Background: an optimization exercise with open tools, aiming at small area and a short achievable clock period. Do not read the settings as production practice. In this exercise RTL edits were held to simulation tests only and were not proved equivalent to the original. Power figures rest on the tool's default switching activity, not on a simulated workload.

==> flow/design.v (outline; a module is shown in full before it is edited, if it fits) <==
// module sa_fa: 10 lines
// module sa_pp3: 9 lines
// module sa_pp2: 8 lines
// module param_systolic_array: 2748 lines
module param_systolic_array #(
  parameter int N      = sa_pkg::SA_N_DEF,
  parameter int DW     = sa_pkg::SA_DW_DEF,
  parameter int AW     = sa_pkg::sa_acc_width(N, DW),
  parameter bit SIGNED = 1'b0
) (
  input  logic            clk,
  input  logic            rst,
  input  logic            clear,
  input  logic            in_valid,
  output logic            in_ready,
  input  logic [N*DW-1:0] in_data,
  input  logic            w_valid,
  output logic            w_ready,
  input  logic [DW-1:0]   w_data,
  output logic            out_valid,
  output logic [N*AW-1:0] out_data,
  output sa_pkg::sa_state_e dbg_state
);
  // ...
==> flow/flow/run.sh <==
#!/bin/bash
set -uo pipefail
bash standard.sh SETUP_SLACK_MARGIN=5.65 "BUFFER_PORTS_ARGS=-buffer_cell sky130_fd_sc_hd__buf_1" finish > standard_flow.log 2>&1
status=$?
tail -40 standard_flow.log
exit $status
==> flow/standard.sh <==
#!/bin/bash
# synth_recipe.tcl (not shown) runs the flow's synth.tcl, then flattens the netlist and writes it again
# the make line also repeats each setting of config.mk as NAME=value (left out here)
make -C /OpenROAD-flow-scripts/flow DESIGN_CONFIG=/design/flow/config.mk WORK_HOME=/design/flow/orfs CLKGATE_MAP_FILE= SYNTH_SCRIPT=/design/flow/synth_recipe.tcl "${@:-finish}"
==> flow/config.mk <==
export PLATFORM = sky130hd
export DESIGN_NAME = param_systolic_array
export DESIGN_NICKNAME = param_systolic_array
export VERILOG_FILES = /design/flow/design.v
export SDC_FILE = /design/flow/constraint.sdc
export NUM_CORES = 4
export LEC_CHECK = 0
export CAP_MARGIN = 20
export CELL_PAD_IN_SITES_DETAIL_PLACEMENT = 1
export CELL_PAD_IN_SITES_GLOBAL_PLACEMENT = 1
export CORE_MARGIN = 2
export CORE_UTILIZATION = 45
export CTS_BUF_LIST = sky130_fd_sc_hd__clkbuf_4 sky130_fd_sc_hd__clkbuf_8
export PLACE_DENSITY = 0.5
export SLEW_MARGIN = 20
export SYNTH_HIERARCHICAL = 1
==> flow/constraint.sdc <==
create_clock -name core_clock -period 10.0 [get_ports {clk}]
set_input_delay 2.0000 -clock core_clock [delete_from_list [all_inputs] [get_ports {clk}]]
set_output_delay 2.0000 -clock core_clock [all_outputs]
set_load 0.01 [all_outputs]
==> qor.csv, run 1 <==
metric,value,unit
met2 WL,103,mm
Seq power,5.89,mW
hold endpoint,xd_q[5][23],
hold path startpoint,xd_q[4][23],
Post-Syn Area,57100,um^2
Hold/Removal Path Class,reg -> reg,
"non-filler cells, final",6000,
routed wire length per instance,37.7,um
post-route setup TNS,0,ps
RSZ-0062 raised after global routing,true,
Top Layer Used,met5,
Final #Nets,5230,
Non-clk bufs,232,
Worst path depth,7,
synth unique cells,56,
"EDFF count, synth",400,
top post-synthesis cells by count,"885 x fa_1, 700 x a222oi_1, 585 x dfxtp_1, 400 x edfxtp_1, 257 x nor2b_1",
CTS Hold Buffers Added,0,
met1 Track Usage GR,43.3,%
design area,64500,um^2
Largest register FFs,280,
"commonest non-fill, non-tap cell in the layout",fa_1,
worst flop-to-flop path endpoint,r1_11_1,
Critical path origin,x3_q[1][2],
# setup viols final,0,
multiplexer share of the synthesized area,0,%
worst r2r src,x3_q[1][2],
Clock group,3.85,mW
Area growth syn-to-layout,13.0,%
Die H,360,um
result of the run,finished clean,
Layout non-clock buf frac,1.98,%
TritonCTS Buffers,165,
Comb pwr share,45.2,%
via-per-instance ratio,6.93,
drt initial violations,9113,
Critical Path End Type,register,
highest clock rate,230,MHz
GR Overflow Total,0,
CTS Root Cell,clkbuf_8,
==> run 2: changes to the inputs <==
==> flow/flow/run.sh (replaced) <==
#!/bin/bash
set -uo pipefail
bash standard.sh SETUP_SLACK_MARGIN=5.7 "BUFFER_PORTS_ARGS=-buffer_cell sky130_fd_sc_hd__buf_1" finish > standard_flow.log 2>&1
status=$?
tail -40 standard_flow.log
exit $status
--- a/flow/config.mk
+++ b/flow/config.mk
@@ -11,6 +11,8 @@
 export CORE_MARGIN = 2
 export CORE_UTILIZATION = 45
 export CTS_BUF_LIST = sky130_fd_sc_hd__clkbuf_4 sky130_fd_sc_hd__clkbuf_8
+export CTS_CLUSTER_DIAMETER = 60
+export CTS_CLUSTER_SIZE = 12
 export PLACE_DENSITY = 0.5
 export SLEW_MARGIN = 20
 export SYNTH_HIERARCHICAL = 1
==> qor.csv, run 2 <==
metric,value,unit,change
result of the run,finished clean,,
#FFs+latches synth,1002,,
synth unique cells,56,,unchanged
dominant synthesized flop cell,dfxtp_1,,
Worst Tran Pin Value,1090,ps,
CTS Hold Buffers Added,0,,unchanged
CP Class,reg -> reg,,
final core utilization,50.6,%,
worst skew pair latency,840,ps,
"commonest non-fill, non-tap cell in the layout",fa_1,,
Ports,153,,
top post-synthesis cells by count,"885 x fa_1, 700 x a222oi_1, 585 x dfxtp_1, 400 x edfxtp_1, 257 x nor2b_1",,
Critical Path End Type,register,,
Reg area,24300,um^2,
Mapped Nets,4859,,
Max Clock Skew,47.9,ps,
highest clock rate,231,MHz,+0.44%
"non-filler cells, final",5884,,-1.9%
Flop pwr share,35.8,%,
post-synthesis async set-or-reset flop share,1.70,%,
Yosys top cell by area,fa_1,,
Largest register FFs,280,,unchanged
port buffer count,152,,
biggest regs,"xd_q (280), active_q (200), shadow_q (200)",,
Comb pwr share,48.1,%,+2.9 points
Initial DRT Pass Iterations,17,,
crit-path most repeated cell,fa_1,,
"EDFF count, synth",400,,unchanged
fillcell total,12200,,
die width,360,um,
"CTS clk-pin slew, worst paths",80,ps,
pin count of the biggest net entering global routing,194,,
most frequent cells in the layout,"846 x fa_1, 700 x a222oi_1, 535 x dfxtp_1, 400 x edfxtp_1, 226 x nand2_1",,
"Data required, critical path",10680,ps,
drt initial violations,9546,,+4.8%
# setup viols final,0,,unchanged
Setup crit start kind,register,,
CP peak stage delay,970,ps,
CTS tree,done,,
Synth warnings,12,,
routability cong.,0.965,,
share of layout cells above drive strength 1,16.4,%,
Core ar.,126000,um^2,
final antenna-violating net count,0,,
CTS Buffer Depth,3,,
TritonCTS Buffers,105,,-36%
site row count,130,,
Post-Syn Area,57100,um^2,unchanged
first-pass GRT wire length,323,mm,
GR Overflow Total,0,,unchanged
multi-input logic area,33100,um^2,
Peak VDD IR,237,uV,
WHS Path Cells,0,,
residual DRC count,0,,
Top reg by flops,xd_q,,
register area share after synthesis,42.3,%,
Switching Share,40.2,%,
Mapped Avg Cell Area,14.9,um^2,
leakage power,21.2,nW,
Final Slew Violations,0,,
count of final hold-check violations,0,,
worst-path maximum fanout,20,,
Mapped Cells,3835,,
Num Clock Sinks,1002,,
Worst path depth,7,,unchanged
dpl cells,5664,,
Die H,360,um,unchanged
GRT Util Overall,34.9,%,
via-per-instance ratio,7.01,,+1.2%
max_cap viols,0,,
R2R cell count,7,,
CTS Root Cell,clkbuf_8,,
power share of the clock group,16.1,%,
Hold/Removal Path Class,reg -> reg,,
worst path cell trace,a222oi_1 -> fa_1 -> fa_1 -> fa_1 -> fa_1 -> fa_1 -> fa_1,,
Buf/Inv on CP,0,,
post-route setup TNS,0,ps,unchanged
power density cells,262,nW/um^2,
number of global-route vias before repair,44500,,
CP top delay family,adder cells,,
initial antenna violation count,9,,
Final #Nets,5188,,-0.80%
Rel. slew slack,27.2,%,
htree depth,3,,
routed wire length per instance,38.6,um,+2.5%
Starting Density,45.4,%,
CP max stage cell,dfxtp_2,,
post-layout power,16.6,mW,
Area growth syn-to-layout,11.5,%,
P_sw,6.69,mW,
Area contributors post-synth,"fa_1 31%, edfxtp_1 21%, dfxtp_1 21%, a222oi_1 12%, nor2b_1 2.8%",,
min cycle time layout,4340,ps,
vias,41300,,
Synth top area share,31.0,%,
die area,130000,um^2,
Internal Power,9.96,mW,
part of the cycle the worst path needs,43.4,%,
DRT Wirelength,227,mm,
RSZ-0062 raised after global routing,true,,
CP arrival,5020,ps,
"count leader, synth",fa_1,,
Post-DP HPWL,157,mm,
[run 2: cell counts after synthesis]
Identical to the previous run, type by type.
[run 2: power by group through the flow]
| stage | sequential [mW] | clock (mW) | combinational [mW] |
|---|---|---|---|
| 2_1_floorplan | 5.75 | 0 | 5.25 |
| 3_3_place_gp | 5.95 | 0 | 7.75 |
| 3_5_place_dp | 5.97 | 0 | 7.99 |
| 4_1_cts | 5.89 | 2.78 | 8.11 |
| 5_1_grt | 5.99 | 2.93 | 9.12 |
| 6_report | 5.95 | 2.68 | 8.01 |
[run 2: cells by family after synthesis]
logic type	Yosys count	synth area share (%)
xor+xnor	93	1.43
simple gates	679	6.37
compound gates	927	15.9
flops	1002	42.3
buf+inv	163	1.09
fa+ha+maj	971	32.9
[run 2: metrics by stage]
| step | cell area [um^2] | hold WS [ps] | worst slack (ps) |
|---|---|---|---|
| after global routing | 63600 | 321 | 5680 |
| after CTS | 62500 | 322 | 5690 |
| after global placement | 60100 | 310 | 5550 |
| after floorplan | 57100 | 310 | 1170 |
| final | 63600 | 294 | 5660 |
| after detailed placement | 60100 | 313 | 5450 |
[run 2: path summary, 6_finish.rpt]
kind | startpoint | end | slack (ps)
setup reg to reg | x3_q[3][2] | r2_7_0 | 5660
min in group asynchronous | rst | cnt_q[2] | 1260
hold / removal | xd_q[4][10] | xd_q[5][10] | 290
hold reg to reg | xd_q[4][10] | xd_q[5][10] | 290
max in group asynchronous | rst | valid_q[7] | 8300
setup / recovery | x3_q[3][2] | r2_7_0 | 5660
[run 2: timing repair]
item | in CTS | in global routing
setup buffers | 4 | 35
gates cloned | 2 | 1
gates resized for setup | 86 | 316
setup endpoints to repair | 42 | 55
pin swaps | 27 | 152
[run 2: worst register-to-register path: cells and delay by family (launching register included)]
family	cells	cell delay, ps
adders and majority gates	6	2920
DFF	1	970
AOI/OAI and AO/OA	1	310
[run 2: layout make-up]
cell class / instances / share of cell area [%]
clock inverters: 31 / 0.507
multi-input cells: 2670 / 52.0
inverters: 135 / 0.797
flip-flops and latches: 1002 / 38.2
repair buffers: 250 / 2.53
clock buffers: 138 / 2.70
well taps: 1650 / 3.25
diodes: 8 / 0.0315
[run 2: modules after synthesis, one instance, submodules excluded]
module	flops+latches	cells
sa_pp3	0	1
sa_pp2	0	1
param_systolic_array	1002	2160
sa_fa	0	1
[run 2: routing by layer]
layer  up-vias  GRT usage (%)  wire, um
met4         2           21.2     16200
met1     21200           43.2     79700
li1      15800              -         -
met5         -              0        13
met3       807           9.92     27500
met2      3404           54.4    104000
==> run 3: changes to the inputs <==
==> flow/config.mk (replaced) <==
export PLATFORM = sky130hd
export DESIGN_NAME = param_systolic_array
export DESIGN_NICKNAME = param_systolic_array
export VERILOG_FILES = /design/flow/design.v
export SDC_FILE = /design/flow/constraint.sdc
export NUM_CORES = 4
export LEC_CHECK = 0
export CAP_MARGIN = 20
export CORE_MARGIN = 2
export CORE_UTILIZATION = 35
export CTS_BUF_LIST = sky130_fd_sc_hd__clkbuf_4 sky130_fd_sc_hd__clkbuf_8
export CTS_CLUSTER_DIAMETER = 60
export CTS_CLUSTER_SIZE = 12
export SLEW_MARGIN = 20
export SYNTH_HIERARCHICAL = 1
==> qor.csv, run 3 <==
metric,value,unit,change
Flop pwr share,35.6,%,-0.2 points
Final #Nets,5168,,-0.39%
Initial DRT Pass Iterations,15,,-2
min cycle time layout,4330,ps,-0.560 ps
Yosys top cell by area,fa_1,,
Top reg by flops,xd_q,,
GR Overflow Total,0,,unchanged
Num Clock Sinks,1002,,unchanged
Internal Power,9.93,mW,-0.32%
CTS Root Cell,clkbuf_8,,
htree depth,3,,unchanged
Placement Cell Area,60800,um^2,+1.1%
"commonest non-fill, non-tap cell in the layout",fa_1,,
Mapped Cells,3835,,unchanged
power share of the clock group,16.8,%,+0.7 points
TritonCTS Buffers,105,,unchanged
synth unique cells,56,,unchanged
Area contributors post-synth,"fa_1 31%, edfxtp_1 21%, dfxtp_1 21%, a222oi_1 12%, nor2b_1 2.8%",,
Synth warnings,12,,unchanged
WHS Path Cells,0,,unchanged
CTS Buffer Depth,3,,unchanged
"count leader, synth",fa_1,,
Switching Share,39.5,%,-0.69 points
"Data required, critical path",8000,ps,-2680 ps
most frequent cells in the layout,"868 x fa_1, 700 x a222oi_1, 542 x dfxtp_1, 400 x edfxtp_1, 226 x nand2_1",,
count of final hold-check violations,0,,unchanged
R2R Setup Slk,5670,ps,about the same
Worst Tran Pin Value,1080,ps,-9.87 ps
CP Class,in -> out,,
site row count,148,,+14%
DRT Wirelength,205,mm,-9.9%
Synth top area share,31.0,%,unchanged
register area share after synthesis,42.3,%,unchanged
Starting Density,35.1,%,-10 points
number of global-route vias before repair,41600,,-6.6%
P_sw,6.48,mW,-3.1%
result of the run,finished clean,,
RSZ-0062 raised after global routing,true,,
"CTS clk-pin slew, worst paths",80,ps,about the same
routed wire length per instance,32.0,um,-17%
residual DRC count,0,,unchanged
via-per-instance ratio,6.40,,-8.7%
Ports,153,,unchanged
die area,166000,um^2,+28%
Peak VDD IR,141,uV,-40%
"EDFF count, synth",400,,unchanged
dominant synthesized flop cell,dfxtp_1,,
Mapped Avg Cell Area,14.9,um^2,unchanged
top post-synthesis cells by count,"885 x fa_1, 700 x a222oi_1, 585 x dfxtp_1, 400 x edfxtp_1, 257 x nor2b_1",,
R2R cell count,9,,+2
Critical path origin,rst,,
Final Slew Violations,0,,unchanged
share of layout cells above drive strength 1,14.2,%,-2.2 points
# setup viols final,0,,unchanged
final core utilization,39.3,%,-11 points
Area growth syn-to-layout,11.8,%,
drt initial violations,11600,,+22%
worst-path maximum fanout,2,,-90%
Largest register FFs,280,,unchanged
highest clock rate,231,MHz,about the same
initial antenna violation count,15,,+6
leakage power,21.0,nW,-1.1%
power density cells,257,nW/um^2,-1.7%
Post-Syn Area,57100,um^2,unchanged
Setup crit start kind,input port,,
CP arrival,2330,ps,-2690 ps
design area,63800,um^2,+0.28%
Post-DP HPWL,140,mm,-11%
dpl cells,6194,,+9.4%
post-route setup TNS,0,ps,unchanged
Rel. slew slack,27.8,%,+0.66 points
Critical Path End Type,primary output,,
CTS Hold Buffers Added,0,,unchanged
Core ar.,162000,um^2,+29%
final antenna-violating net count,0,,unchanged
worst skew pair latency,900,ps,+60 ps
"non-filler cells, final",6394,,+8.7%
Die H,408,um,+13%
Hold/Removal Path Class,reg -> reg,,
vias,40900,,-0.83%
worst r2r src,xd_q[6][4],,
#FFs+latches synth,1002,,unchanged
hold slack final,269,ps,-25.6 ps
routability cong.,0.959,,-0.58%
CTS tree,done,,
Comb pwr share,47.6,%,-0.5 points
first-pass GRT wire length,291,mm,-10%
max_cap viols,0,,unchanged
part of the cycle the worst path needs,43.3,%,about the same
port buffer count,152,,unchanged
hold endpoint,xd_q[4][16],,
Max Clock Skew,71.8,ps,+23.9 ps
post-synthesis async set-or-reset flop share,1.70,%,unchanged
worst flop-to-flop path endpoint,r0_11_1,,
GRT Util Overall,24.1,%,-11 points
hold path startpoint,xd_q[3][16],,
biggest regs,"xd_q (280), active_q (200), shadow_q (200)",,
die width,408,um,+13%
pin count of the biggest net entering global routing,197,,+1.5%
Mapped Nets,4859,,unchanged
[run 3: repair_timing]
item / 4_1_cts / 5_1_grt
gates cloned: 0 / 1
hold endpoints to repair: 0 / 0
resized for setup: 37 / 241
setup buffers: 1 / 15
endpoints found under the setup margin: 29 / 53
pin swaps: 14 / 102
[run 3: Yosys stat by module (local to each module, per instance)]
module | times used | cells | flip-flops and latches
param_systolic_array | 1 | 2160 | 1002
sa_fa | 875 | 1 | 0
sa_pp3 | 700 | 1 | 0
sa_pp2 | 100 | 1 | 0
[run 3: layer usage]
| layer | GRT usage, % | routed length [um] | vias to the layer above |
|---|---|---|---|
| li1 | - | - | 15800 |
| met1 | 30.7 | 73200 | 20400 |
| met2 | 34.8 | 85100 | 3878 |
| met3 | 9.44 | 31600 | 858 |
| met4 | 13.3 | 14700 | 10 |
| met5 | 0 | 65 | - |
[run 3: power by group through the flow]
stage / logic (mW) / registers (mW) / clock network (mW)
2_1_floorplan: 5.25 / 5.75 / 0
3_3_place_gp: 7.68 / 5.86 / 0
3_5_place_dp: 7.80 / 5.87 / 0
4_1_cts: 7.90 / 5.78 / 2.85
5_1_grt: 8.94 / 5.88 / 3.01
6_report: 7.81 / 5.84 / 2.76
[run 3: cells by family (layout without fill, tap and decap cells)]
kind of cell | Yosys count | count (layout) | synth area share (%)
AND/OR/NAND/NOR | 679 | 679 | 6.37
other | 0 | 5 | 0
XOR/XNOR | 93 | 93 | 1.43
buffers and inverters | 163 | 542 | 1.09
adder cells (fa/ha/maj) | 971 | 971 | 32.9
flip-flops | 1002 | 1002 | 42.3
AO/OA/AOI/OAI | 927 | 927 | 15.9
[run 3: worst max path at each step]
stage                    end  slack, ps  cells after the start
floorplan           cnt_q[2]       1170                      4
global placement     r0_11_1       5570                      9
detailed placement   r0_11_1       5540                      9
CTS                  r0_12_1       5660                      9
global route         r0_11_1       5650                      8
finish               w_ready       5670                      3
[run 3: per-stage QoR]
stage / worst slack, ps / total power [mW]
finish: 5670 / 16.4
global placement: 5570 / 13.5
global route: 5650 / 17.8
floorplan: 1170 / 11.0
detailed placement: 5540 / 13.7
CTS: 5660 / 16.5
[run 3: cell type report]
type / instances / area [um^2]
Fill cell: 15300 / 98600
Multi-Input combinational cell: 2670 / 32800
Sequential cell: 1002 / 24300
Tap cell: 2175 / 2720
Clock buffer: 151 / 1820
Timing Repair Buffer: 230 / 1380
Inverter: 135 / 507
Clock inverter: 26 / 317
Antenna cell: 5 / 12.5
[run 3: critical path: stages]
cell and delay [ps]:
buf_6 100, nor2_4 90, buf_2 140

## static timing again, ports no longer ideal
Ports are ideal in the flow. The routed layouts listed here were re-timed in OpenROAD. Step 1, drivers: a clkbuf_16 drives clk and a buf_2 each remaining input, both assumed. Step 2 times the ports against the registers' clock, not the clock port: input delays grow and output delays shrink by t, the midpoint of the rising clock arrivals with the driver on. Slacks: no drivers / after step 1 / after step 2; pairs: no drivers / after step 1.
| run | shift t [ns] | setup slack, ns | latest minus earliest clock arrival (ns) | worst data-port slew with drivers (ns) | cell pins on the clock port's net |
|---|---|---|---|---|---|
| run 1 | 0.989 | 5.645 / 5.622 / 5.454 | 0.051 / 0.050 | 0.04 | 1 |
| run 2 | 0.893 | 5.665 / 5.665 / 5.399 | 0.059 / 0.059 | 0.04 | 1 |
| run 3 | 0.939 | 5.665 / 5.631 / 5.631 | 0.076 / 0.076 | 0.08 | 1 |
After both steps setup and hold are still met in every run listed. The setup slack of run 2, which loses most, moves by 0.000 ns with the drivers and by -0.266 ns with both steps.
